What follows belongs to an exercise in optimizing a design on an open flow for small area, a short achievable clock period and few clock cycles; a production flow would make more cautious choices.
Function was checked by simulation only, so behaviour that the tests miss may differ from the original.

==> design/flow/constraint.sdc <==
create_clock -name core_clock -period 8.5 [get_ports {clk}]
set_input_delay 1.7000 -clock core_clock [delete_from_list [all_inputs] [get_ports {clk}]]
set_output_delay 1.7000 -clock core_clock [all_outputs]
set_load 0.01 [all_outputs]
==> design/flow/design.v <==
package scrod_pkg;
    localparam int QA_LIMIT_DEF    = 255;
    localparam int QB_SCALE_DEF    = 64;
    localparam int OUT_SCALE_DEF   = 400;
    localparam int NUM_BUCKETS_DEF = 8;
    localparam int ACT_W     = 16;
    localparam int WGT_W     = 8;
    localparam int BKT_W     = 3;
    localparam int SUM_W     = 32;
    localparam int EVAL_W    = 32;
    localparam int CFG_IDX_W = 3;
    localparam int CFG_DAT_W = 32;
endpackage
module scrod_d255_pre (
    input  logic [31:0] x,
    output logic [7:0]  p3,
    output logic [8:0]  p2,
    output logic [9:0]  p1,
    output logic [9:0]  p0
);
    logic [9:0] cs_s, cs_c;
    logic [9:0] d3, d2, d1, d0;
    assign d3 = {2'd0, x[31:24]};
    assign d2 = {2'd0, x[23:16]};
    assign d1 = {2'd0, x[15:8]};
    assign d0 = {2'd0, x[7:0]};
    assign p3 = x[31:24];
    assign p2 = 9'(d3 + d2);
    assign p1 = d3 + d2 + d1;
    assign cs_s = d3 ^ d2 ^ d1;
    assign cs_c = {(d3[8:0] & d2[8:0]) | (d3[8:0] & d1[8:0]) | (d2[8:0] & d1[8:0]), 1'b0};
    assign p0 = cs_s + cs_c + d0;
endmodule
module scrod_csa #(
    parameter int W = 8
) (
    input  logic [W-1:0] a,
    input  logic [W-1:0] b,
    input  logic [W-1:0] c,
    output logic [W-1:0] s,
    output logic [W-1:0] cy     
);
    logic [W-1:0] m;
    assign s  = a ^ b ^ c;
    assign m  = (a & b) | (a & c) | (b & c);
    assign cy = {m[W-2:0], 1'b0};
endmodule
module scrod_square (
    input  logic [7:0]  c,
    output logic [15:0] sq
);
    logic qs0, qc0, qs1, qc1, qs2, qc2, qs3, qc3, qs4, qc4, qs5, qc5, qs6, qc6, qs7, qc7, qs8, qc8, qs9, qc9, qs10, qc10, qs11, qc11, qs12, qc12, qs13, qc13, qs14, qc14;
    logic [15:0] ra, rb;
    assign qs0 = (c[0] & c[7]) ^ (c[1] & c[6]);
    assign qc0 = (c[0] & c[7]) & (c[1] & c[6]);
    assign qs1 = (c[0] & c[5]) ^ (c[1] & c[4]);
    assign qc1 = (c[0] & c[5]) & (c[1] & c[4]);
    assign qs2 = (c[0] & c[6]) ^ (c[1] & c[5]);
    assign qc2 = (c[0] & c[6]) & (c[1] & c[5]);
    assign qs3 = qs0 ^ (c[2] & c[5]) ^ (c[3] & c[4]);
    assign qc3 = (qs0 & (c[2] & c[5])) | (qs0 & (c[3] & c[4])) | ((c[2] & c[5]) & (c[3] & c[4]));
    assign qs4 = qc0 ^ (c[1] & c[7]) ^ (c[2] & c[6]);
    assign qc4 = (qc0 & (c[1] & c[7])) | (qc0 & (c[2] & c[6])) | ((c[1] & c[7]) & (c[2] & c[6]));
    assign qs5 = (c[2] & c[7]) ^ (c[3] & c[6]) ^ (c[4] & c[5]);
    assign qc5 = ((c[2] & c[7]) & (c[3] & c[6])) | ((c[2] & c[7]) & (c[4] & c[5])) | ((c[3] & c[6]) & (c[4] & c[5]));
    assign qs6 = (c[0] & c[3]) ^ (c[1] & c[2]);
    assign qc6 = (c[0] & c[3]) & (c[1] & c[2]);
    assign qs7 = (c[0] & c[4]) ^ (c[1] & c[3]);
    assign qc7 = (c[0] & c[4]) & (c[1] & c[3]);
    assign qs8 = qs1 ^ (c[2] & c[3]) ^ c[3];
    assign qc8 = (qs1 & (c[2] & c[3])) | (qs1 & c[3]) | ((c[2] & c[3]) & c[3]);
    assign qs9 = qc1 ^ qs2 ^ (c[2] & c[4]);
    assign qc9 = (qc1 & qs2) | (qc1 & (c[2] & c[4])) | (qs2 & (c[2] & c[4]));
    assign qs10 = qc2 ^ qs3 ^ c[4];
    assign qc10 = (qc2 & qs3) | (qc2 & c[4]) | (qs3 & c[4]);
    assign qs11 = qc3 ^ qs4 ^ (c[3] & c[5]);
    assign qc11 = (qc3 & qs4) | (qc3 & (c[3] & c[5])) | (qs4 & (c[3] & c[5]));
    assign qs12 = qc4 ^ qs5 ^ c[5];
    assign qc12 = (qc4 & qs5) | (qc4 & c[5]) | (qs5 & c[5]);
    assign qs13 = qc5 ^ (c[3] & c[7]) ^ (c[4] & c[6]);
    assign qc13 = (qc5 & (c[3] & c[7])) | (qc5 & (c[4] & c[6])) | ((c[3] & c[7]) & (c[4] & c[6]));
    assign qs14 = (c[4] & c[7]) ^ (c[5] & c[6]) ^ c[6];
    assign qc14 = ((c[4] & c[7]) & (c[5] & c[6])) | ((c[4] & c[7]) & c[6]) | ((c[5] & c[6]) & c[6]);
    assign ra = {1'b0, (c[6] & c[7]), qc14, qc13, qc12, qc11, qc10, qc9, qc8, qc7, qc6, qs6, (c[0] & c[2]), (c[0] & c[1]), 1'b0, c[0]};
    assign rb = {1'b0, c[7], (c[5] & c[7]), qs14, qs13, qs12, qs11, qs10, qs9, qs8, qs7, c[2], 1'b0, c[1], 1'b0, 1'b0};
    assign sq = ra + rb;
endmodule
module scrod_benc (
    input  logic [7:0] w,
    output logic [3:0] one,
    output logic [3:0] two,
    output logic [3:0] neg
);
    always_comb
    begin
        for (int j = 0; j < 4; j++)
        begin
            logic b_hi, b_mid, b_lo;
            b_hi   = w[2*j+1];
            b_mid  = w[2*j];
            b_lo   = (j == 0) ? 1'b0 : w[2*j-1];
            one[j] = b_mid ^ b_lo;
            two[j] = (b_hi & ~b_mid & ~b_lo) | (~b_hi & b_mid & b_lo);
            neg[j] = b_hi & ~(b_mid & b_lo);
        end
    end
endmodule
module scrod_bmul (
    input  logic [15:0] sq,
    input  logic [3:0]  one,
    input  logic [3:0]  two,
    input  logic [3:0]  neg,
    output logic [23:0] ps,     
    output logic [23:0] pc
);
    logic [16:0] sel [4];
    always_comb
    begin
        for (int j = 0; j < 4; j++)
            sel[j] = (({17{one[j]}} & {1'b0, sq}) | ({17{two[j]}} & {sq, 1'b0})) ^ {17{neg[j]}};
    end
    logic [23:0] r0, r1, r2, r3, r4;
    assign r0 = {4'd0, ~neg[0], neg[0], neg[0], sel[0]};
    assign r1 = {3'd0, 1'b1, ~neg[1], sel[1], 1'b0, neg[0]};
    assign r2 = {1'd0, 1'b1, ~neg[2], sel[2], 1'b0, neg[1], 2'd0};
    assign r3 = {~neg[3], sel[3], 1'b0, neg[2], 4'd0};
    assign r4 = {17'd0, neg[3], 6'd0};
    logic [23:0] s1, c1, s2, c2, s3, c3;
    scrod_csa #(.W(24)) u1 (.a(r0), .b(r1), .c(r2), .s(s1), .cy(c1));
    scrod_csa #(.W(24)) u2 (.a(s1), .b(c1), .c(r3), .s(s2), .cy(c2));
    scrod_csa #(.W(24)) u3 (.a(s2), .b(c2), .c(r4), .s(s3), .cy(c3));
    assign ps = s3;
    assign pc = c3;
endmodule
module screlu_output_dot_product_core #(
    parameter int QA_LIMIT    = scrod_pkg::QA_LIMIT_DEF,
    parameter int QB_SCALE    = scrod_pkg::QB_SCALE_DEF,
    parameter int OUT_SCALE   = scrod_pkg::OUT_SCALE_DEF,
    parameter int NUM_BUCKETS = scrod_pkg::NUM_BUCKETS_DEF
) (
    input  logic                                clk,
    input  logic                                rst_n,
    input  logic                                push,
    output logic                                full,
    input  logic signed [scrod_pkg::ACT_W-1:0]  activation,
    input  logic signed [scrod_pkg::WGT_W-1:0]  weight,
    input  logic [scrod_pkg::BKT_W-1:0]         bucket,
    input  logic                                last,
    output logic                                empty,
    input  logic                                pop,
    output logic signed [scrod_pkg::EVAL_W-1:0] eval,
    input  logic                                cfg_we,
    input  logic [scrod_pkg::CFG_IDX_W-1:0]     cfg_index,
    input  logic [scrod_pkg::CFG_DAT_W-1:0]     cfg_data
);
    localparam int NMAX = 4;
    logic       full_reg;
    logic [2:0] n_reg;           
    logic       accept;
    logic       popd;
    logic [2:0] n_next;
    assign accept = push && !full_reg;
    assign full   = full_reg;
    logic       v0_reg;
    logic [7:0] c0_reg;
    logic [7:0] w0_reg;
    logic [2:0] b0_reg;
    logic       l0_reg;
    logic [7:0] clamped;
    assign clamped = activation[15]      ? 8'd0 :
                     (|activation[14:8]) ? 8'hFF : activation[7:0];
    always_ff @(posedge clk)
    begin
        c0_reg <= accept ? clamped : 8'd0;
        w0_reg <= weight;
        b0_reg <= bucket;
        l0_reg <= last;
    end
    logic        v1_reg;
    logic [15:0] sq1_reg;
    logic [3:0]  bo1_reg, bt1_reg, bn1_reg;    
    logic [3:0]  bo_calc, bt_calc, bn_calc;
    logic [2:0]  b1_reg;
    logic        l1_reg;
    logic [15:0] sq_calc;
    scrod_square u_square (
        .c  (c0_reg),
        .sq (sq_calc)
    );
    always_ff @(posedge clk)
    begin
        sq1_reg <= sq_calc;
        bo1_reg <= bo_calc;
        bt1_reg <= bt_calc;
        bn1_reg <= bn_calc;
        b1_reg  <= b0_reg;
        l1_reg  <= l0_reg;
    end
    logic        vx_reg;
    logic [23:0] psx_reg, pcx_reg;    
    logic [2:0]  bx_reg;
    logic        lx_reg;
    logic [23:0] ps_calc, pc_calc;
    scrod_benc u_benc (
        .w   (w0_reg),
        .one (bo_calc),
        .two (bt_calc),
        .neg (bn_calc)
    );
    scrod_bmul u_bmul (
        .sq  (sq1_reg),
        .one (bo1_reg),
        .two (bt1_reg),
        .neg (bn1_reg),
        .ps  (ps_calc),
        .pc  (pc_calc)
    );
    always_ff @(posedge clk)
    begin
        psx_reg <= ps_calc;
        pcx_reg <= pc_calc;
        bx_reg  <= b1_reg;
        lx_reg  <= l1_reg;
    end
    logic        v2_reg;
    logic [23:0] p2_reg;
    logic [2:0]  b2_reg;
    logic        l2_reg;
    always_ff @(posedge clk)
    begin
        p2_reg <= psx_reg + pcx_reg;
        b2_reg <= bx_reg;
        l2_reg <= lx_reg;
    end
    logic [31:0] acc_reg;        
    logic        clo_reg;        
    logic        j3_reg;         
    logic [2:0]  b3_reg;
    logic [31:0] acc_base;
    assign acc_base = clo_reg ? 32'd0 : acc_reg;
    always_ff @(posedge clk)
    begin
        acc_reg <= acc_base + {{8{p2_reg[23]}}, p2_reg};
        b3_reg  <= b2_reg;
    end
    logic [31:0] bias_reg [8];
    logic [7:0]  bval_reg;       
    always_ff @(posedge clk)
    begin
        if (cfg_we)
            bias_reg[cfg_index] <= cfg_data;
    end
    logic        bv1_reg, bv2_reg, bv3_reg, bv4_reg;
    logic        adv2, adv3, adv4;
    logic [7:0]  a_p3_reg;
    logic [8:0]  a_p2_reg;
    logic [9:0]  a_p1_reg, a_p0_reg;
    logic        a_s_reg;
    logic [32:0] a_v_reg;
    logic [31:0] bsel;
    logic [7:0]  a_p3;
    logic [8:0]  a_p2;
    logic [9:0]  a_p1, a_p0;
    scrod_d255_pre u_pre_a (
        .x  (acc_reg),
        .p3 (a_p3),
        .p2 (a_p2),
        .p1 (a_p1),
        .p0 (a_p0)
    );
    always_comb
    begin
        bsel = '0;
        for (int i = 0; i < 8; i++)
            bsel = bsel | (bias_reg[i] & {32{bval_reg[i] && (b3_reg == 3'(i))}});
    end
    always_ff @(posedge clk)
    begin
        begin
            a_p3_reg <= a_p3;
            a_p2_reg <= a_p2;
            a_p1_reg <= a_p1;
            a_p0_reg <= a_p0;
            a_s_reg  <= acc_reg[31];
            a_v_reg  <= {bsel[31], bsel} + ({25'h1FEFEFF, 8'd0} & {33{acc_reg[31]}});
        end
    end
    logic [32:0] t2_reg;         
    logic [1:0]  fx2_reg;
    logic [1:0]  ff;
    logic [1:0]  fx;
    logic [32:0] ts1, tc1, ts2, tc2;
    logic        f1, f2, f3;
    always_comb
    begin
        if (a_s_reg)
        begin
            f1 = (a_p0_reg <= 10'd766);
            f2 = (a_p0_reg <= 10'd511);
            f3 = (a_p0_reg <= 10'd256);
        end
        else
        begin
            f1 = (a_p0_reg >= 10'd255);
            f2 = (a_p0_reg >= 10'd510);
            f3 = (a_p0_reg >= 10'd765);
        end
        ff = {f2, (f1 && !f2) || f3};
    end
    assign fx = ff ^ {2{a_s_reg}};
    scrod_csa #(.W(33)) u_t1 (
        .a  ({23'd0, a_p1_reg}),
        .b  ({16'd0, a_p2_reg, 8'd0}),
        .c  ({9'd0, a_p3_reg, 16'd0}),
        .s  (ts1),
        .cy (tc1)
    );
    scrod_csa #(.W(33)) u_t2 (
        .a  (ts1),
        .b  (tc1),
        .c  (a_v_reg),
        .s  (ts2),
        .cy (tc2)
    );
    always_ff @(posedge clk)
    begin
        if (adv2)
        begin
            t2_reg  <= ts2 + tc2;
            fx2_reg <= fx;
        end
    end
    logic [7:0]  c_p3_reg;
    logic [8:0]  c_p2_reg;
    logic [9:0]  c_p1_reg, c_p0_reg;
    logic [11:0] c_gk_reg;
    logic        c_s_reg;
    logic [7:0]  c_p3;
    logic [8:0]  c_p2;
    logic [9:0]  c_p1, c_p0;
    logic [11:0] gk;
    logic [2:0]  tlo;
    logic        tcb, tsb, tst;
    logic [1:0]  tlt;
    assign tlo = {1'b0, t2_reg[1:0]} + {1'b0, fx2_reg};
    assign tcb = tlo[2];
    assign tlt = tlo[1:0];
    assign tsb = t2_reg[32];
    assign tst = tsb && !((&t2_reg[32:2]) && tcb);
    always_comb
    begin
        case ({tsb, tst, tcb, tlt})
            5'b00000: gk = 12'd0;
            5'b00001: gk = 12'd6;
            5'b00010: gk = 12'd12;
            5'b00011: gk = 12'd18;
            5'b00100: gk = 12'd25;
            5'b00101: gk = 12'd31;
            5'b00110: gk = 12'd37;
            5'b00111: gk = 12'd43;
            5'b10000: gk = 12'd3035;
            5'b10001: gk = 12'd3041;
            5'b10010: gk = 12'd3047;
            5'b10011: gk = 12'd3053;
            5'b10100: gk = 12'd3060;
            5'b10101: gk = 12'd3066;
            5'b10110: gk = 12'd3072;
            5'b10111: gk = 12'd3078;
            5'b11000: gk = 12'd3289;
            5'b11001: gk = 12'd3296;
            5'b11010: gk = 12'd3302;
            5'b11011: gk = 12'd3308;
            5'b11100: gk = 12'd3314;
            5'b11101: gk = 12'd3321;
            5'b11110: gk = 12'd3327;
            5'b11111: gk = 12'd3333;
            default: gk = 12'd0;
        endcase
    end
    scrod_d255_pre u_pre_c (
        .x  ({t2_reg[32], t2_reg[32:2]}),
        .p3 (c_p3),
        .p2 (c_p2),
        .p1 (c_p1),
        .p0 (c_p0)
    );
    always_ff @(posedge clk)
    begin
        if (adv3)
        begin
            c_p3_reg <= c_p3;
            c_p2_reg <= c_p2;
            c_p1_reg <= c_p1;
            c_p0_reg <= c_p0;
            c_gk_reg <= gk;
            c_s_reg  <= t2_reg[32];
        end
    end
    logic [24:0] m4_reg;
    logic [14:0] g4_reg;         
    logic [14:0] gv;
    logic [14:0] gs1, gc1, gs2, gc2;
    scrod_csa #(.W(15)) u_g1 (
        .a  ({1'b0, c_p0_reg, 4'd0}),
        .b  ({2'd0, c_p0_reg, 3'd0}),
        .c  ({5'd0, c_p0_reg}),
        .s  (gs1),
        .cy (gc1)
    );
    scrod_csa #(.W(15)) u_g2 (
        .a  (gs1),
        .b  (gc1),
        .c  ({3'd0, c_gk_reg}),
        .s  (gs2),
        .cy (gc2)
    );
    assign gv     = gs2 + gc2;
    always_ff @(posedge clk)
    begin
        if (adv4)
        begin
            m4_reg <= {15'd0, c_p1_reg} + {8'd0, c_p2_reg, 8'd0} + {1'b0, c_p3_reg, 16'd0}
                    + (25'd4631827 & {25{c_s_reg}});
            g4_reg <= gv;
        end
    end
    logic [26:0] e_calc;
    logic [26:0] m27;
    logic [8:0]  ghl;
    assign ghl = {2'd0, g4_reg[14:8]} + {1'b0, g4_reg[7:0]} + 9'd1;
    assign m27    = {2'd0, m4_reg};
    logic [26:0] es1, ec1, es2, ec2;
    scrod_csa #(.W(27)) u_e1 (
        .a  (m27 << 4),
        .b  (m27 << 3),
        .c  (m27),
        .s  (es1),
        .cy (ec1)
    );
    scrod_csa #(.W(27)) u_e2 (
        .a  (es1),
        .b  (ec1),
        .c  ({20'd0, g4_reg[14:8]}),
        .s  (es2),
        .cy (ec2)
    );
    assign e_calc = es2 + {ec2[26:1], ghl[8]};
    logic        o0v_reg;
    logic        emp_reg;        
    logic [26:0] o0_reg;
    logic        ofree;
    assign popd  = pop && o0v_reg;
    assign ofree = !o0v_reg || pop;
    assign adv4  = !(bv4_reg && o0v_reg) || pop;
    assign adv3  = !(bv3_reg && bv4_reg && o0v_reg) || pop;
    assign adv2  = !(bv2_reg && bv3_reg && bv4_reg && o0v_reg) || pop;
    always_ff @(posedge clk)
    begin
        if (ofree && bv4_reg)
            o0_reg <= e_calc;
    end
    logic       n_inc, n_dec;
    logic [2:0] n_up, n_down;
    logic       full_next;
    assign n_inc  = accept && last;
    assign n_dec  = popd;
    assign n_up   = n_reg + 3'd1;
    assign n_down = n_reg - 3'd1;
    always_comb
    begin
        if (n_inc && !n_dec)
        begin
            n_next    = n_up;
            full_next = (n_reg >= 3'(NMAX - 1));
        end
        else if (n_dec && !n_inc)
        begin
            n_next    = n_down;
            full_next = (n_reg >= 3'(NMAX + 1));
        end
        else
        begin
            n_next    = n_reg;
            full_next = (n_reg >= 3'(NMAX));
        end
    end
    always_ff @(posedge clk or negedge rst_n)
    begin
        if (!rst_n)
        begin
            full_reg <= 1'b0;
            n_reg    <= 3'd0;
            v0_reg   <= 1'b0;
            v1_reg   <= 1'b0;
            vx_reg   <= 1'b0;
            v2_reg   <= 1'b0;
            clo_reg  <= 1'b1;
            j3_reg   <= 1'b0;
            bval_reg <= 8'd0;
            bv1_reg  <= 1'b0;
            bv2_reg  <= 1'b0;
            bv3_reg  <= 1'b0;
            bv4_reg  <= 1'b0;
            o0v_reg  <= 1'b0;
            emp_reg  <= 1'b1;
        end
        else
        begin
            full_reg <= full_next;
            n_reg    <= n_next;
            v0_reg   <= accept;
            v1_reg   <= v0_reg;
            vx_reg   <= v1_reg;
            v2_reg   <= vx_reg;
            if (v2_reg)
                clo_reg <= l2_reg;
            j3_reg   <= v2_reg && l2_reg;
            if (cfg_we)
                bval_reg[cfg_index] <= 1'b1;
            bv1_reg  <= j3_reg;
            if (adv2)
                bv2_reg <= bv1_reg;
            if (adv3)
                bv3_reg <= bv2_reg;
            if (adv4)
                bv4_reg <= bv3_reg;
            if (ofree)
            begin
                o0v_reg <= bv4_reg;
                emp_reg <= !bv4_reg;
            end
        end
    end
    assign empty = emp_reg;
    assign eval  = {{5{o0_reg[26]}}, o0_reg};
endmodule
==> design/flow/standard.sh <==
#!/bin/bash
# synth_recipe.tcl (not shown) runs the flow's synth.tcl, then flattens the netlist and writes it again
# the make line also repeats each setting of config.mk as NAME=value (left out here)
make -C /OpenROAD-flow-scripts/flow DESIGN_CONFIG=/design/flow/config.mk WORK_HOME=/design/flow/orfs CLKGATE_MAP_FILE= SYNTH_SCRIPT=/design/flow/synth_recipe.tcl "${@:-finish}"
==> design/flow/config.mk <==
export PLATFORM = sky130hd
export DESIGN_NAME = screlu_output_dot_product_core
export DESIGN_NICKNAME = screlu_output_dot_product_core
export VERILOG_FILES = /design/flow/design.v
export SDC_FILE = /design/flow/constraint.sdc
export NUM_CORES = 4
export LEC_CHECK = 0
export ABC_AREA = 0
export CAP_MARGIN = 20
export CORE_MARGIN = 2
export CORE_UTILIZATION = 40
export CTS_CLUSTER_DIAMETER = 90
export CTS_CLUSTER_SIZE = 25
export SETUP_SLACK_MARGIN = 5.0
export SLEW_MARGIN = 20
==> design/flow/flow/run.sh <==
#!/bin/bash
# Layout flow: the standard flow (standard synthesis, floorplan, placement, CTS,
# routing, finish) run whole through standard.sh, with two changes to how the layout
# is made: the port buffers are sky130_fd_sc_hd__buf_2 cells instead of the flow's
# default choice (every port still gets its buffer), and timing repair aims for a
# setup slack margin of SETUP_MARGIN ns. The clock period and constraints are the standard flow's.
set -euo pipefail
SETUP_MARGIN=5.3
export BUFFER_PORTS_ARGS="-buffer_cell sky130_fd_sc_hd__buf_2"
bash standard.sh SETUP_SLACK_MARGIN=$SETUP_MARGIN finish > standard_flow.log 2>&1
==> Flow_metrics.wiki, run 1 <==
{| class="wikitable"
! Metric !! Value
|-
| Number of instances in the synthesized netlist || 2854
|-
| Post-route standard cell area excluding fillers || 0.04034 mm^2
|-
| Initial DRC count || 1525
|-
| Global routing met3 resource utilization || 2.516%
|-
| Final core area utilization || 47.23%
|-
| Growth of design area from synthesis to finish || 16.79%
|-
| Dominant synthesized flop cell || edfxtp_1
|-
| Synthesis Warnings || 4
|-
| Clock Skew || 0.03652 ns
|-
| Via count of the first global-routing pass || 22322
|-
| Die Height || 297.9 um
|-
| Async S/R FF share, synth || 3.642%
|-
| Critical Path AT || 4.20 ns
|-
| Worst slack at placement || 4.424 ns
|-
| H-Tree Level Count || 2
|-
| # clock sinks || 659
|-
| Placed cell areas || 0.03648 mm^2
|-
| Most common cell after layout, fill and taps aside || edfxtp_1
|-
| Maximum number of buffers from clock root to sink || 3
|-
| Category of the worst setup path launch point || register
|-
| Cell Area, Synth || 0.03454 mm^2
|-
| Type of the worst setup path || register to register
|-
| Synthesized area divided by synthesized cell count || 12.10 um^2
|-
| Largest register FFs || 256
|-
| Row count || 107
|-
| Antenna violations before repair || 8
|-
| GRT Total Usage || 16.50%
|-
| Kind of capture point of the worst setup path || register
|-
| Setup violation total in the final timing report || 0
|-
| Hold violation count in the final report || 0
|-
| Detailed placement HPWL || 49510 um
|-
| Total number of nets in the final design || 3598
|-
| Remaining routing DRC violations || 0
|-
| Total Negative Setup Slacks || 0 ns
|-
| Result of the run || finished clean
|-
| Final worst slack || 4.661 ns
|-
| Die width || 297.9 um
|-
| Proportion of netlist area held by the largest area contributor || 35.03%
|-
| Total iterations of the first detailed-routing run || 8
|-
| Cell at the root of the clock tree || clkbuf_16
|-
| Ports || 102
|-
| Busiest metal layer after global routing || met2
|-
| Starting density of the core || 40.44%
|-
| Worst-margin pin slew || 1.104 ns
|-
| Met2 demand-to-capacity share in global routing || 30.04%
|-
| Area of the core region || 0.08541 mm^2
|-
| Register clock-pin slew on the reported worst setup and hold paths || 0.09 ns
|-
| Routed vias || 22089
|-
| Relative slew slack || 26.27%
|-
| Number of CTS-inserted buffers || 38
|-
| Share of final-layout standard cells stronger than drive strength 1 || 18.52%
|-
| Total wirelength of the detailed-routed design || 75240 um
|-
| Global route overflow || 0
|-
| Unrepaired setup endpoints after global routing || yes
|-
| Maximum fanout encountered on the critical timing path || 2
|-
| Synth area leader || edfxtp_1
|-
| Data required time of the worst path || 8.86 ns
|-
| Count of max-cap constraint violations || 0
|-
| Fraction of the yosys area taken by sequential cells || 50.22%
|-
| Period minus WS final || 3.839 ns
|-
| Number of hold buffers added after CTS || 0
|-
| Post-synth EDFFs || 403
|-
| Placer congestion estimate || 0.8623
|-
| Pins Over Slew Limit || 0
|-
| Commonest cells after routing, fill and taps aside || 403 x edfxtp_1, 298 x ha_1, 218 x dfxtp_1, 191 x inv_1, 163 x xnor2_1
|-
| First-pass GRT wire length || 118700 um
|-
| Number of nets in the synthesized netlist || 3381
|-
| Vias/cell || 5.202
|-
| Unique cell type count in the Yosys netlist || 79
|-
| Met1 GRT Util || 20.59%
|-
| Average detailed-routed wire length per instance || 17.72 um
|-
| Register bit total from synthesis || 659
|-
| Post-route antenna net violation count || 0
|-
| Fmax || 0.2605 GHz
|-
| Dominant cells by area after synthesis || edfxtp_1 35%, dfxtp_1 13%, ha_1 12%
|-
| Port Buffers || 101
|-
| Hold Path Class || register to register
|-
| Latest clock arrival within the worst-skew pair || 0.62 ns
|-
| Floorplan die area || 0.08872 mm^2
|-
| TritonCTS clock tree || yes
|-
| Maximum number of pins on one net before global-route repair || 48
|-
| Crit share post-route || 45.17%
|}
## metrics by stage
stage | hold slack, ns | cells
global route | 0.3450 | 4244
CTS | 0.3337 | 4198
global placement | 0.3132 | 4040
detailed placement | 0.3121 | 4040
finish | 0.3319 | 4246
floorplan | 0.3095 | 2854
## metal layers
layer / vias up / part of all wire (%)
li1: 10761 / -
met1: 10734 / 42
met2: 490 / 51
met3: 98 / 4.8
met4: 6 / 1.7
met5: - / 0.047
## path summary, 6_finish.rpt
path / startpoint / endpoint / slack [ns] / depth (start not counted)
worst max-delay path: g4_reg[9]$_DFFE_PP_ / o0_reg[24]$_DFFE_PP_ / 4.66 / 21
min in group asynchronous: rst_n / bval_reg[4]$_DFFE_PN0P_ / 1.10 / 1
worst min-delay path: bx_reg[1]$_DFF_P_ / b2_reg[1]$_DFF_P_ / 0.33 / 0
worst max register to register: g4_reg[9]$_DFFE_PP_ / o0_reg[24]$_DFFE_PP_ / 4.66 / 21
worst min register to register: bx_reg[1]$_DFF_P_ / b2_reg[1]$_DFF_P_ / 0.33 / 0
max in group asynchronous: rst_n / bv4_reg$_DFFE_PN0P_ / 6.92 / 1
## final cells by class
class                   count  area (um^2)
diodes                      2        5.005
clock buffers              49         1002
clock inverters            20        267.8
fillers                  7595        45070
inverters                 209        787.0
multi-input cells        1907        17410
flip-flops and latches    659        17390
well taps                1144         1431
repair buffers            256         2047
## cells by family after synthesis
logic type / Yosys count / share of synthesized area [%]
flip-flops: 659 / 50.22
AO/OA/AOI/OAI: 619 / 12.25
AND/OR/NAND/NOR: 560 / 8.081
adder cells (fa/ha/maj): 460 / 19.39
buffers and inverters: 288 / 3.213
XOR/XNOR: 261 / 6.618
multiplexers: 7 / 0.2173
## Yosys cell counts, types with 5 or more instances
cell	instances
a41oi_1	5
inv_1	208
o21ai_1	59
nand2_1	162
nand2b_1	36
a211oi_1	11
o31ai_1	8
a21oi_1	143
a22o_1	17
a211o_1	6
and4_1	7
o21a_1	37
nand3_1	44
a21boi_1	5
dfxtp_1	232
clkbuf_1	66
a22oi_1	85
xnor2_1	167
edfxtp_1	403
ha_1	333
a221oi_1	21
or3_1	5
nor2_1	116
a21o_1	59
a31oi_1	11
nor4_1	7
nor2b_1	54
fa_1	126
nor3b_1	5
o41ai_1	7
buf_4	6
nand4_1	31
a222oi_1	31
and2_1	31
xor2_1	94
o21bai_1	32
dfrtp_1	22
or2_2	7
o21ai_0	42
and3_1	15
nor3_1	26
## timing repair
item / 4_1_cts / 5_1_grt
buffers inserted: 82 / 46
gates cloned: 7 / 0
resized for setup: 139 / 148
setup endpoints to repair: 69 / 70
pin swaps: 98 / 147
## critical path, cell delays in order (launching register included)
cell      delay (ns)
edfxtp_1        0.40
ha_1            0.28
o21a_1          0.11
o21ai_1         0.13
nand2b_1        0.09
a21oi_2         0.14
nor2b_1         0.06
o21ai_1         0.11
nand2b_1        0.08
a21oi_2         0.12
nor2b_1         0.06
ha_2            0.19
fa_2            0.34
a21o_1          0.19
a21oi_4         0.17
o21ai_4         0.10
a31oi_4         0.22
o21a_1          0.25
nor2_4          0.06
a211oi_4        0.30
buf_4           0.16
xnor2_2         0.05
Testbench counts, summed over its fixed seeds: cycles 37,459.
==> inputs of run 2 (changes only) <==
--- a/design/flow/flow/run.sh
+++ b/design/flow/flow/run.sh
@@ -5,6 +5,6 @@
 # default choice (every port still gets its buffer), and timing repair aims for a
 # setup slack margin of SETUP_MARGIN ns. The clock period and constraints are the standard flow's.
 set -euo pipefail
-SETUP_MARGIN=5.3
+SETUP_MARGIN=4.9
 export BUFFER_PORTS_ARGS="-buffer_cell sky130_fd_sc_hd__buf_2"
 bash standard.sh SETUP_SLACK_MARGIN=$SETUP_MARGIN finish > standard_flow.log 2>&1
==> Flow_metrics.wiki, run 2 <==
{| class="wikitable"
! Metric !! Value
|-
| Via count of the first global-routing pass || 22140 (-0.82%)
|-
| Global route overflow || 0 (unchanged)
|-
| Row count || 107 (unchanged)
|-
| Cell type group with the largest total delay on the critical path || compound AO/OA/AOI/OAI gates
|-
| Register clock-pin slew on the reported worst setup and hold paths || 0.09 ns (about the same)
|-
| FF-to-FF End || o0_reg[26]$_DFFE_PP_
|-
| H-Tree Level Count || 2 (unchanged)
|-
| Remaining routing DRC violations || 0 (unchanged)
|-
| Crit share post-route || 43.29% (-1.9 points)
|-
| TritonCTS clock tree || yes
|-
| Critical hold path startpoint || b0_reg[2]$_DFF_P_
|-
| Worst Path Buf+Inv || 0 (-1)
|-
| Most common cell after layout, fill and taps aside || edfxtp_1
|-
| Critical Path AT || 4.04 ns (-0.16 ns)
|-
| Total wirelength of the detailed-routed design || 71820 um (-4.6%)
|-
| Dominant cells by area after synthesis || edfxtp_1 35%, dfxtp_1 13%, ha_1 12%
|-
| Logic depth of the worst register-to-register path || 21 (unchanged)
|-
| Period minus WS final || 3.680 ns (-0.1597 ns)
|-
| Post-route antenna net violation count || 0 (unchanged)
|-
| Synthesis Warnings || 4 (unchanged)
|-
| Library cell with the highest instance count after synthesis || edfxtp_1
|-
| Routed vias || 21613 (-2.2%)
|-
| Unrepaired setup endpoints after global routing || yes
|-
| Async S/R FF share, synth || 3.642% (unchanged)
|-
| Die Height || 297.9 um (unchanged)
|-
| Commonest cells in the netlist || 403 x edfxtp_1, 333 x ha_1, 232 x dfxtp_1
|-
| Floorplan die area || 0.08872 mm^2 (unchanged)
|-
| Synth area leader || edfxtp_1
|-
| Relative slew slack || 25.57% (-0.70 points)
|-
| Hold Path Class || register to register
|-
| Result of the run || finished clean
|-
| Maximum number of buffers from clock root to sink || 3 (unchanged)
|-
| Area of the multi-input gates || 0.01650 mm^2 (-5.2%)
|-
| Count of max-cap constraint violations || 0 (unchanged)
|-
| Latest clock arrival within the worst-skew pair || 0.61 ns (about the same)
|-
| Unique cell type count in the Yosys netlist || 79 (unchanged)
|-
| Commonest cells after routing, fill and taps aside || 403 x edfxtp_1, 324 x ha_1, 224 x dfxtp_1, 208 x inv_1, 166 x xnor2_1
|-
| Port Buffers || 101 (unchanged)
|-
| Fmax || 0.2718 GHz (+4.3%)
|-
| Starting density of the core || 40.44% (unchanged)
|-
| Hold violation count in the final report || 0 (unchanged)
|-
| Cell Chain, Critical Path || ha_1 > o21a_1 > o21ai_1 > nand2b_1 > a21oi_1 > nor2b_1 > o21ai_1 > nand2b_1 > a21oi_2 > nor2b_1 > ha_2 > fa_2 > a21o_1 > a21oi_2 > o21ai_2 > a31oi_2 > o21a_1 > nor2_2 > a211oi_2 > o2bb2ai_1 > xnor2_1
|-
| Post-route standard cell area excluding fillers || 0.03863 mm^2 (-4.2%)
|-
| Maximum fanout encountered on the critical timing path || 2 (unchanged)
|-
| Placer congestion estimate || 0.8353 (-3.1%)
|-
| Register bit total from synthesis || 659 (unchanged)
|-
| Fraction of the yosys area taken by sequential cells || 50.22% (unchanged)
|-
| Number of nets in the synthesized netlist || 3381 (unchanged)
|-
| Total Negative Setup Slacks || 0 ns (unchanged)
|-
| Type of the worst setup path || register to register
|-
| Hold-critical path endpoint || b1_reg[2]$_DFF_P_
|-
| Synthesized area divided by synthesized cell count || 12.10 um^2 (unchanged)
|-
| First-pass GRT wire length || 113000 um (-4.8%)
|-
| Max incr delay on CP || 0.37 ns (-0.03 ns)
|-
| Antenna violations before repair || 10 (+2)
|-
| Worst slack at placement || 4.275 ns (-0.1498 ns)
|-
| Proportion of netlist area held by the largest area contributor || 35.03% (unchanged)
|-
| Library cell contributing the largest single delay on the critical path || edfxtp_1
|-
| Maximum number of pins on one net before global-route repair || 48 (unchanged)
|-
| Category of the worst setup path launch point || register
|-
| Vias/cell || 5.190 (-0.23%)
|-
| Dominant synthesized flop cell || edfxtp_1
|-
| Pins Over Slew Limit || 0 (unchanged)
|-
| Reg2reg setup slack || 4.82 ns (+0.16 ns)
|-
| # clock sinks || 659 (unchanged)
|-
| Total iterations of the first detailed-routing run || 6 (-2)
|-
| Number of instances in the synthesized netlist || 2854 (unchanged)
|-
| Startpoint of the worst register-to-register path || g4_reg[1]$_DFFE_PP_
|-
| Area of the core region || 0.08541 mm^2 (unchanged)
|-
| Largest register FFs || 256 (unchanged)
|-
| Growth of design area from synthesis to finish || 11.83%
|-
| Share of final-layout standard cells stronger than drive strength 1 || 11.10% (-7.4 points)
|-
| Detailed placement HPWL || 49210 um (-0.61%)
|-
| Placed cell areas || 0.03636 mm^2 (-0.33%)
|-
| Total number of nets in the final design || 3516 (-2.3%)
|-
| Kind of capture point of the worst setup path || register
|-
| Data required time of the worst path || 8.86 ns (about the same)
|-
| Die width || 297.9 um (unchanged)
|-
| Number of CTS-inserted buffers || 38 (unchanged)
|-
| Ports || 102 (unchanged)
|-
| Area occupied by registers || 0.01737 mm^2 (about the same)
|-
| Cell at the root of the clock tree || clkbuf_16
|-
| Hold Crit Depth || 0 (unchanged)
|-
| Filler cell count || 7857 (+3.4%)
|-
| Cell Area, Synth || 0.03454 mm^2 (unchanged)
|-
| Initial DRC count || 1556 (+2.0%)
|-
| Final worst slack || 4.821 ns (+0.1597 ns)
|-
| Post-synth EDFFs || 403 (unchanged)
|-
| Clock Skew || 0.03197 ns (-0.004551 ns)
|-
| Setup violation total in the final timing report || 0 (unchanged)
|-
| Worst-margin pin slew || 1.115 ns (+0.01055 ns)
|-
| Final core area utilization || 45.23% (-2.0 points)
|-
| Average detailed-routed wire length per instance || 17.25 um (-2.7%)
|-
| GRT Total Usage || 15.54% (-0.96 points)
|}
[run 2: changes by cell type in the layout (fill, tap and decap cells not counted), sizes merged]
| cell | change |
|---|---|
| and4 | +1 |
| buf | -84 |
| bufbuf | -7 |
| bufinv | -1 |
| clkbuf | +11 |
| clkinv | +1 |
| inv | -3 |
[run 2: cells by family after synthesis]
logic type               share of synthesized area (%)
AND/OR/NAND/NOR                                  8.081
AO/OA/AOI/OAI                                    12.25
multiplexers                                    0.2173
buffers and inverters                            3.213
XOR/XNOR                                         6.618
adder cells (fa/ha/maj)                          19.39
flip-flops                                       50.22
[run 2: metal layers]
metal / part of all wire, % / global-route usage, %
met1: 43 / 19.31
met2: 50 / 27.89
met3: 4.6 / 2.443
met4: 2.4 / 4.295
met5: 0.11 / 0
[run 2: timing repair]
item                       in CTS  in global routing
gates cloned                    1                  7
hold buffers                    0                  0
resized for setup              39                 60
buffers inserted               15                 31
pin swaps                      13                 27
setup endpoints to repair      28                 42
[run 2: worst max-delay path by stage]
stage	cells after the start	to	from
finish	21	o0_reg[26]$_DFFE_PP_	g4_reg[1]$_DFFE_PP_
global route	21	o0_reg[26]$_DFFE_PP_	g4_reg[1]$_DFFE_PP_
CTS	21	o0_reg[26]$_DFFE_PP_	g4_reg[9]$_DFFE_PP_
detailed placement	15	a_v_reg[32]$_DFF_P_	b3_reg[2]$_DFF_P_
global placement	15	a_v_reg[32]$_DFF_P_	b3_reg[0]$_DFF_P_
floorplan	2	bias_reg[0][0]$_DFFE_PP_	cfg_index[1]
[run 2: layout make-up]
class / instances / area share [%]
repair buffers: 173 / 3.294
flip-flops and latches: 659 / 44.97
clock inverters: 17 / 0.6769
diodes: 2 / 0.01296
multi-input cells: 1908 / 42.71
clock buffers: 52 / 2.598
well taps: 1144 / 3.705
inverters: 209 / 2.031
[run 2: per-stage QoR]
stage	hold WS, ns	instances
global route	0.3388	4164
detailed placement	0.3121	4039
floorplan	0.3096	2854
finish	0.3330	4164
CTS	0.3341	4124
global placement	0.3136	4039
[run 2: worst register-to-register path, cell delays in order, from the launching register on]
cell	delay, ns
edfxtp_1	0.37
ha_1	0.30
o21a_1	0.10
o21ai_1	0.11
nand2b_1	0.06
a21oi_1	0.12
nor2b_1	0.06
o21ai_1	0.11
nand2b_1	0.07
a21oi_2	0.11
nor2b_1	0.06
ha_2	0.18
fa_2	0.36
a21o_1	0.17
a21oi_2	0.17
o21ai_2	0.09
a31oi_2	0.22
o21a_1	0.22
nor2_2	0.08
a211oi_2	0.22
o2bb2ai_1	0.16
xnor2_1	0.09
==> inputs of run 3 (changes only) <==
--- a/design/flow/flow/run.sh
+++ b/design/flow/flow/run.sh
@@ -5,6 +5,6 @@
 # default choice (every port still gets its buffer), and timing repair aims for a
 # setup slack margin of SETUP_MARGIN ns. The clock period and constraints are the standard flow's.
 set -euo pipefail
-SETUP_MARGIN=4.9
+SETUP_MARGIN=5.3
 export BUFFER_PORTS_ARGS="-buffer_cell sky130_fd_sc_hd__buf_2"
 bash standard.sh SETUP_SLACK_MARGIN=$SETUP_MARGIN finish > standard_flow.log 2>&1
--- a/design/flow/config.mk
+++ b/design/flow/config.mk
@@ -5,11 +5,11 @@
 export SDC_FILE = /design/flow/constraint.sdc
 export NUM_CORES = 4
 export LEC_CHECK = 0
-export ABC_AREA = 0
+export ABC_AREA = 1
 export CAP_MARGIN = 20
 export CORE_MARGIN = 2
 export CORE_UTILIZATION = 40
-export CTS_CLUSTER_DIAMETER = 90
-export CTS_CLUSTER_SIZE = 25
+export CTS_CLUSTER_DIAMETER = 100
+export CTS_CLUSTER_SIZE = 30
 export SETUP_SLACK_MARGIN = 5.0
 export SLEW_MARGIN = 20
==> Flow_metrics.wiki, run 3 <==
{| class="wikitable"
! Metric !! Value
|-
| Critical Path AT || 3.50 ns (-0.54 ns)
|-
| Cell Chain, Critical Path || buf_2 > nor2_4 > inv_2 > nor2_4 > clkinvlp_4 > nor2_4 > clkinvlp_2
|-
| Post-route antenna net violation count || 0 (unchanged)
|-
| Total Negative Setup Slacks || 0 ns (unchanged)
|-
| Data required time of the worst path || 8.71 ns (-0.15 ns)
|-
| Final core area utilization || 44.69% (-0.54 points)
|-
| Startpoint of the worst register-to-register path || m4_reg[5]$_DFFE_PP_
|-
| # clock sinks || 659 (unchanged)
|-
| Dominant cells by area after synthesis || edfxtp_1 33%, dfxtp_1 13%, ha_1 11%
|-
| Latest clock arrival within the worst-skew pair || 0.67 ns (+0.06 ns)
|-
| Dominant synthesized flop cell || edfxtp_1
|-
| Post-synth EDFFs || 403 (unchanged)
|-
| Final Hold Slack || 0.3378 ns (+0.004728 ns)
|-
| Cell repeated most along the worst path || nor2_4
|-
| Die Height || 306.2 um (+2.8%)
|-
| Number of instances in the placed design || 4876 (+21%)
|-
| Critical hold path startpoint || psx_reg[1]$_DFF_P_
|-
| Library cell with the highest instance count after synthesis || nand2_1
|-
| Clock Skew || 0.05294 ns (+0.02097 ns)
|-
| Cell Area, Synth || 0.03654 mm^2 (+5.8%)
|-
| Hold Path Class || register to register
|-
| Proportion of netlist area held by the largest area contributor || 33.12% (-1.9 points)
|-
| GRT Total Usage || 16.70% (+1.2 points)
|-
| Routed vias || 24866 (+15%)
|-
| Max incr delay on CP || 0.53 ns (+0.16 ns)
|-
| Fraction of the yosys area taken by sequential cells || 47.48% (-2.7 points)
|-
| Combinational family with the most area after synthesis || adder cells
|-
| Total number of nets in the final design || 4303 (+22%)
|-
| Async S/R FF share, synth || 3.642% (unchanged)
|-
| Commonest cells after routing, fill and taps aside || 667 x nand2_1, 473 x inv_1, 403 x edfxtp_1, 316 x ha_1, 229 x a21oi_1
|-
| Largest register FFs || 256 (unchanged)
|-
| Reg2reg setup slack || 5.38 ns (+0.56 ns)
|-
| First-pass GRT wire length || 127100 um (+12%)
|-
| Number of nets in the synthesized netlist || 4169 (+23%)
|-
| Crit share post-route || 38.65% (-4.6 points)
|-
| Fmax || 0.3044 GHz (+12%)
|-
| Type of the worst setup path || input port to register
|-
| Pins Over Slew Limit || 0 (unchanged)
|-
| Count of max-cap constraint violations || 0 (unchanged)
|-
| Hold-critical path endpoint || p2_reg[1]$_DFF_P_
|-
| H-Tree Level Count || 1 (-1)
|-
| Register clock-pin slew on the reported worst setup and hold paths || 0.11 ns (+0.02 ns)
|-
| Hold violation count in the final report || 0 (unchanged)
|-
| Most common cell after layout, fill and taps aside || nand2_1
|-
| Synthesis Warnings || 4 (unchanged)
|-
| Ports || 102 (unchanged)
|-
| Register bit total from synthesis || 659 (unchanged)
|-
| Maximum fanout encountered on the critical timing path || 11 (+9)
|-
| Post-synthesis compound-gate area fraction || 9.568% (-2.7 points)
|-
| Result of the run || finished clean
|-
| Commonest cells in the netlist || 675 x nand2_1, 479 x inv_1, 403 x edfxtp_1
|-
| Placer congestion estimate || 0.8946 (+7.1%)
|-
| Final Instance Count excl. Fillers || 4977 (+20%)
|-
| Number of CTS-inserted buffers || 29 (-24%)
|-
| Detailed placement HPWL || 58910 um (+20%)
|-
| Maximum number of buffers from clock root to sink || 3 (unchanged)
|-
| Worst-margin pin slew || 0.9375 ns (-0.1775 ns)
|-
| FF-to-FF End || o0_reg[20]$_DFFE_PP_
|-
| Share of the synthesized netlist area taken by xor and xnor gates || 6.184% (-0.43 points)
|-
| Kind of capture point of the worst setup path || register
|-
| Port Buffers || 101 (unchanged)
|-
| Global route overflow || 0 (unchanged)
|-
| Area of the core region || 0.09029 mm^2 (+5.7%)
|-
| Number of hold buffers added after CTS || 0 (unchanged)
|-
| Mux cell area share after synthesis || 0.05821% (-0.16 points)
|-
| Category of the worst setup path launch point || input port
|-
| Hold Crit Depth || 0 (unchanged)
|-
| Setup violation total in the final timing report || 0 (unchanged)
|-
| Remaining routing DRC violations || 0 (unchanged)
|-
| Period minus WS final || 3.286 ns (-0.3940 ns)
|-
| Unique cell type count in the Yosys netlist || 52 (-34%)
|-
| Die width || 306.2 um (+2.8%)
|-
| Vias/cell || 4.996 (-3.7%)
|-
| Via count of the first global-routing pass || 24766 (+12%)
|-
| Library cell contributing the largest single delay on the critical path || clkinvlp_2
|-
| Starting density of the core || 40.47% (about the same)
|-
| Adder and majority gate portion of the synthesized area || 18.31% (-1.1 points)
|-
| Share of final-layout standard cells stronger than drive strength 1 || 8.581% (-2.5 points)
|-
| Total wirelength of the detailed-routed design || 80000 um (+11%)
|-
| Logic depth of the worst register-to-register path || 13 (-38%)
|-
| Synth area leader || edfxtp_1
|-
| Total iterations of the first detailed-routing run || 5 (-1)
|-
| Floorplan die area || 0.09378 mm^2 (+5.7%)
|-
| Growth of design area from synthesis to finish || 10.42%
|-
| Row count || 110 (+2.8%)
|-
| Maximum number of pins on one net before global-route repair || 37 (-23%)
|-
| Filler cell count || 8579 (+9.2%)
|-
| Synthesized area divided by synthesized cell count || 10.03 um^2 (-17%)
|-
| Cell at the root of the clock tree || clkbuf_16
|-
| Initial DRC count || 1500 (-3.6%)
|-
| TritonCTS clock tree || yes
|-
| Unrepaired setup endpoints after global routing || yes
|-
| Average detailed-routed wire length per instance || 16.07 um (-6.8%)
|-
| Relative slew slack || 37.42% (+12 points)
|-
| Antenna violations before repair || 2 (-8)
|-
| Synthesized-area fraction occupied by and/or/nand/nor cells || 12.76% (+4.7 points)
|-
| Number of instances in the synthesized netlist || 3642 (+28%)
|}
-- run 3: cell types whose count changed after synthesis, moves of 57 or more --
| cell | change |
|---|---|
| inv_1 | +271 |
| nand2_1 | +513 |
| o21ai_1 | -57 |
| a22oi_1 | -85 |
| xor2_1 | +105 |
| nor2_1 | +100 |
| nand3_1 | +96 |
| xnor2_1 | -108 |
| a21oi_1 | +99 |
| o21ai_0 | +93 |
-- run 3: critical path, delay by kind of cell --
| family | cells | cell delay [ns] |
|---|---|---|
| buffers and inverters | 4 | 1.08 |
| and+or+nand+nor | 3 | 0.71 |
-- run 3: logic make-up after synthesis --
family,after synthesis
buffers and inverters,542
xor gates and xnor gates,258
AOI/OAI and AO/OA,591
adders and majority gates,459
and+or+nand+nor,1131
muxes,2
DFF,659
-- run 3: stage by stage --
step	setup WS (ns)	cell area (um^2)
2_1_floorplan	4.615	36610
3_3_place_gp	3.989	38490
3_5_place_dp	3.938	38490
4_1_cts	5.163	39650
5_1_grt	5.081	40340
6_report	5.214	40340
-- run 3: layout make-up --
type | count | area [um^2] | area share, %
sequential | 659 | 17380 | 43.08
inverter | 482 | 1828 | 4.531
timing repair buffer | 158 | 1051 | 2.605
multi-input combinational | 2441 | 17620 | 43.66
tap | 1176 | 1471 | 3.647
clock inverter | 11 | 166.4 | 0.4125
antenna | 2 | 5.005 | 0.01241
clock buffer | 43 | 798.3 | 1.979
timing repair inverter | 5 | 30.03 | 0.07443
-- run 3: what timing repair did --
| item | 4_1_cts | 5_1_grt |
|---|---|---|
| endpoints found under the setup margin | 129 | 132 |
| pin swaps | 2 | 16 |
| buffers inserted | 8 | 30 |
| gates cloned | 3 | 4 |
| resized for setup | 44 | 98 |
-- run 3: worst max-delay path by stage --
stage,from,to,cells past startpoint,slack [ns]
detailed placement,pop,c_p3_reg[2]$_DFFE_PP_,7,3.94
CTS,pop,t2_reg[15]$_DFFE_PP_,7,5.16
global route,pop,c_p2_reg[6]$_DFFE_PP_,7,5.08
finish,pop,c_p2_reg[6]$_DFFE_PP_,7,5.21
floorplan,pop,c_gk_reg[0]$_DFFE_PP_,6,4.61
global placement,pop,c_p3_reg[2]$_DFFE_PP_,7,3.99
-- run 3: routing by layer --
metal | wire [um] | GRT usage, % | up-vias
met1 | 35660 | 21.35 | 11664
met3 | 2634 | 1.528 | 111
li1 | - | - | 12608
met5 | 11 | 0 | -
met4 | 2247 | 4.982 | 2
met2 | 39440 | 29.93 | 481
==> inputs of run 4 (changes only) <==
--- a/design/flow/config.mk
+++ b/design/flow/config.mk
@@ -9,7 +9,7 @@
 export CAP_MARGIN = 20
 export CORE_MARGIN = 2
 export CORE_UTILIZATION = 40
-export CTS_CLUSTER_DIAMETER = 100
-export CTS_CLUSTER_SIZE = 30
+export CTS_CLUSTER_DIAMETER = 95
+export CTS_CLUSTER_SIZE = 27
 export SETUP_SLACK_MARGIN = 5.0
 export SLEW_MARGIN = 20
==> Flow_metrics.wiki, run 4 <==
{| class="wikitable"
! Metric !! Value
|-
| GRT Total Usage || 16.87% (+0.17 points)
|-
| Die Height || 306.2 um (unchanged)
|-
| Number of instances in the synthesized netlist || 3642 (unchanged)
|-
| Initial DRC count || 1572 (+4.8%)
|-
| Latest clock arrival within the worst-skew pair || 0.60 ns (-0.07 ns)
|-
| Vias/cell || 5.003 (+0.13%)
|-
| Count of max-cap constraint violations || 0 (unchanged)
|-
| Hold Path Class || register to register
|-
| Antenna violations before repair || 2 (unchanged)
|-
| Total Negative Setup Slacks || 0 ns (unchanged)
|-
| # clock sinks || 659 (unchanged)
|-
| Post-route antenna net violation count || 0 (unchanged)
|-
| Commonest cells after routing, fill and taps aside || 667 x nand2_1, 473 x inv_1, 403 x edfxtp_1, 315 x ha_1, 229 x a21oi_1
|-
| Category of the worst setup path launch point || register
|-
| Floorplan die area || 0.09378 mm^2 (unchanged)
|-
| Starting density of the core || 40.47% (unchanged)
|-
| Synthesized area divided by synthesized cell count || 10.03 um^2 (unchanged)
|-
| H-Tree Level Count || 2 (+1)
|-
| First-pass GRT wire length || 127700 um (+0.53%)
|-
| Unique cell type count in the Yosys netlist || 52 (unchanged)
|-
| Largest register FFs || 256 (unchanged)
|-
| Maximum fanout encountered on the critical timing path || 5 (-6)
|-
| Type of the worst setup path || register to register
|-
| Critical Path AT || 3.45 ns (-0.05 ns)
|-
| Pins Over Slew Limit || 0 (unchanged)
|-
| Average detailed-routed wire length per instance || 16.01 um (-0.38%)
|-
| Setup violation total in the final timing report || 0 (unchanged)
|-
| Hold Crit Depth || 0 (unchanged)
|-
| Remaining routing DRC violations || 0 (unchanged)
|-
| Logic depth of the worst register-to-register path || 13 (unchanged)
|-
| Clock Skew || 0.04477 ns (-0.008172 ns)
|-
| Ports || 102 (unchanged)
|-
| Global route overflow || 0 (unchanged)
|-
| Proportion of netlist area held by the largest area contributor || 33.12% (unchanged)
|-
| Register bit total from synthesis || 659 (unchanged)
|-
| Share of final-layout standard cells stronger than drive strength 1 || 8.857% (+0.28 points)
|-
| Area of the core region || 0.09029 mm^2 (unchanged)
|-
| TritonCTS clock tree || yes
|-
| Library cell with the highest instance count after synthesis || nand2_1
|-
| Cell Area, Synth || 0.03654 mm^2 (unchanged)
|-
| Result of the run || finished clean
|-
| Number of nets in the synthesized netlist || 4169 (unchanged)
|-
| Most common cell after layout, fill and taps aside || nand2_1
|-
| Period minus WS final || 3.106 ns (-0.1799 ns)
|-
| Kind of capture point of the worst setup path || register
|-
| Commonest cells in the netlist || 675 x nand2_1, 479 x inv_1, 403 x edfxtp_1
|-
| Total number of nets in the final design || 4316 (+0.30%)
|-
| Unrepaired setup endpoints after global routing || yes
|-
| Register clock-pin slew on the reported worst setup and hold paths || 0.10 ns (about the same)
|-
| Number of hold buffers added after CTS || 0 (unchanged)
|-
| Routed vias || 24978 (+0.45%)
|-
| Synth area leader || edfxtp_1
|-
| Dominant synthesized flop cell || edfxtp_1
|-
| Row count || 110 (unchanged)
|-
| Via count of the first global-routing pass || 24860 (+0.38%)
|-
| Fraction of the yosys area taken by sequential cells || 47.48% (unchanged)
|-
| Number of CTS-inserted buffers || 35 (+21%)
|-
| Synthesis Warnings || 4 (unchanged)
|-
| Relative slew slack || 37.59% (+0.18 points)
|-
| Port Buffers || 101 (unchanged)
|-
| Maximum number of pins on one net before global-route repair || 37 (unchanged)
|-
| Crit share post-route || 36.54% (-2.1 points)
|-
| Total wirelength of the detailed-routed design || 79950 um (about the same)
|-
| Worst-margin pin slew || 0.9348 ns (-0.002645 ns)
|-
| Data required time of the worst path || 8.85 ns (+0.14 ns)
|-
| Detailed placement HPWL || 58910 um (unchanged)
|-
| Hold violation count in the final report || 0 (unchanged)
|-
| Cell at the root of the clock tree || clkbuf_16
|-
| Final core area utilization || 44.93% (+0.25 points)
|-
| Maximum number of buffers from clock root to sink || 3 (unchanged)
|-
| Total iterations of the first detailed-routing run || 5 (unchanged)
|-
| Dominant cells by area after synthesis || edfxtp_1 33%, dfxtp_1 13%, ha_1 11%
|-
| Die width || 306.2 um (unchanged)
|-
| Placer congestion estimate || 0.8946 (unchanged)
|-
| Post-synth EDFFs || 403 (unchanged)
|-
| Fmax || 0.3220 GHz (+5.8%)
|-
| Growth of design area from synthesis to finish || 11.03%
|-
| Async S/R FF share, synth || 3.642% (unchanged)
|}
-- run 4: cell counts after synthesis --
No cell type changed its count.
-- run 4: what timing repair did --
item / 4_1_cts / 5_1_grt
cloned: 5 / 2
setup endpoints to repair: 126 / 129
gates resized for setup: 41 / 94
setup buffers: 10 / 35
pin swaps: 3 / 18
-- run 4: final timing paths --
kind	end	slack, ns	start
worst max-delay path	o0_reg[20]$_DFFE_PP_	5.39	m4_reg[5]$_DFFE_PP_
worst min-delay path	b3_reg[1]$_DFF_P_	0.32	b2_reg[1]$_DFF_P_
worst max register to register	o0_reg[20]$_DFFE_PP_	5.39	m4_reg[5]$_DFFE_PP_
worst min register to register	b3_reg[1]$_DFF_P_	0.32	b2_reg[1]$_DFF_P_
max in group asynchronous	o0v_reg$_DFFE_PN0N_	6.85	rst_n
min in group asynchronous	bval_reg[0]$_DFFE_PN0P_	1.13	rst_n
-- run 4: per-layer routing --
metal / global-route usage [%] / routed length, um
met2: 30.27 / 39540
met5: 0 / 11
met3: 1.859 / 2852
met4: 4.925 / 2058
met1: 21.37 / 35490
-- run 4: stage by stage --
step           instances  cell area, um^2  setup WS, ns  hold WS [ns]
2_1_floorplan       3642            36610         4.615        0.3096
3_3_place_gp        4876            38490         3.989        0.3112
3_5_place_dp        4876            38490         3.938        0.3121
4_1_cts             4955            39890         5.281        0.3363
5_1_grt             4993            40570         5.222        0.3354
6_report            4993            40570         5.394        0.3232
-- run 4: worst max-delay path: stages (launching register included) --
cell	delay (ns)
edfxtp_1	0.44
buf_4	0.17
fa_1	0.47
ha_1	0.30
ha_1	0.35
nand2_1	0.08
nand2_1	0.08
a31oi_1	0.30
nand2_1	0.10
nand2_1	0.08
nand3_2	0.14
nand3_1	0.11
nand2_1	0.06
xor2_1	0.16
-- run 4: layout make-up --
| type | count | area (um^2) |
|---|---|---|
| Multi-Input combinational cell | 2441 | 17610 |
| Fill cell | 8569 | 49720 |
| Sequential cell | 659 | 17370 |
| Tap cell | 1176 | 1471 |
| Antenna cell | 1 | 2.502 |
| Timing Repair Buffer | 164 | 1089 |
| Clock inverter | 18 | 245.2 |
| Timing Repair inverter | 6 | 40.04 |
| Clock buffer | 46 | 917.1 |
| Inverter | 482 | 1824 |
-- run 4: logic make-up after synthesis --
kind of cell	count (synthesis)	share of synthesized area, %
AO/OA/AOI/OAI	591	9.567
XOR/XNOR	258	6.184
adder cells (fa/ha/maj)	459	18.31
buffers and inverters	542	5.643
flip-flops	659	47.48
multiplexers	2	0.05821
AND/OR/NAND/NOR	1131	12.76

==> re-timing with driven ports <==
The flow's constraints put no driver on any port. The routed layouts listed below were extracted and timed again, unchanged, in two steps. Step 1 (the two cells are an assumption about what drives the block):
set clk [get_ports {clk}]
set_driving_cell -lib_cell sky130_fd_sc_hd__clkbuf_16 $clk
set_driving_cell -lib_cell sky130_fd_sc_hd__buf_2 [delete_from_list [all_inputs] $clk]
Step 2, shift: input delay + t, output delay - t, t = (earliest + latest rising clock arrival at the registers) / 2. This alone moves slack from input paths to output paths. Slacks: ideal ports / drivers / drivers and shift; pairs: ideal ports / drivers.
run	t, ns	slack for setup (ns)	worst setup path at the end	worst slew at a driven data input, ns	cell pins on the clock port's net
run 1	0.663	4.661 / 4.661 / 4.661	register to register	0.12	1
run 2	0.657	4.821 / 4.821 / 4.821	register to register	0.12	1
run 3	0.709	5.214 / 5.258 / 4.550	input to register	0.10	1
run 4	0.653	5.394 / 5.394 / 4.950	input to register	0.09	1
After both steps every run listed still meets setup and hold. For run 3, which loses most, drivers alone change the setup slack by +0.044 ns; drivers and shift together by -0.664 ns.
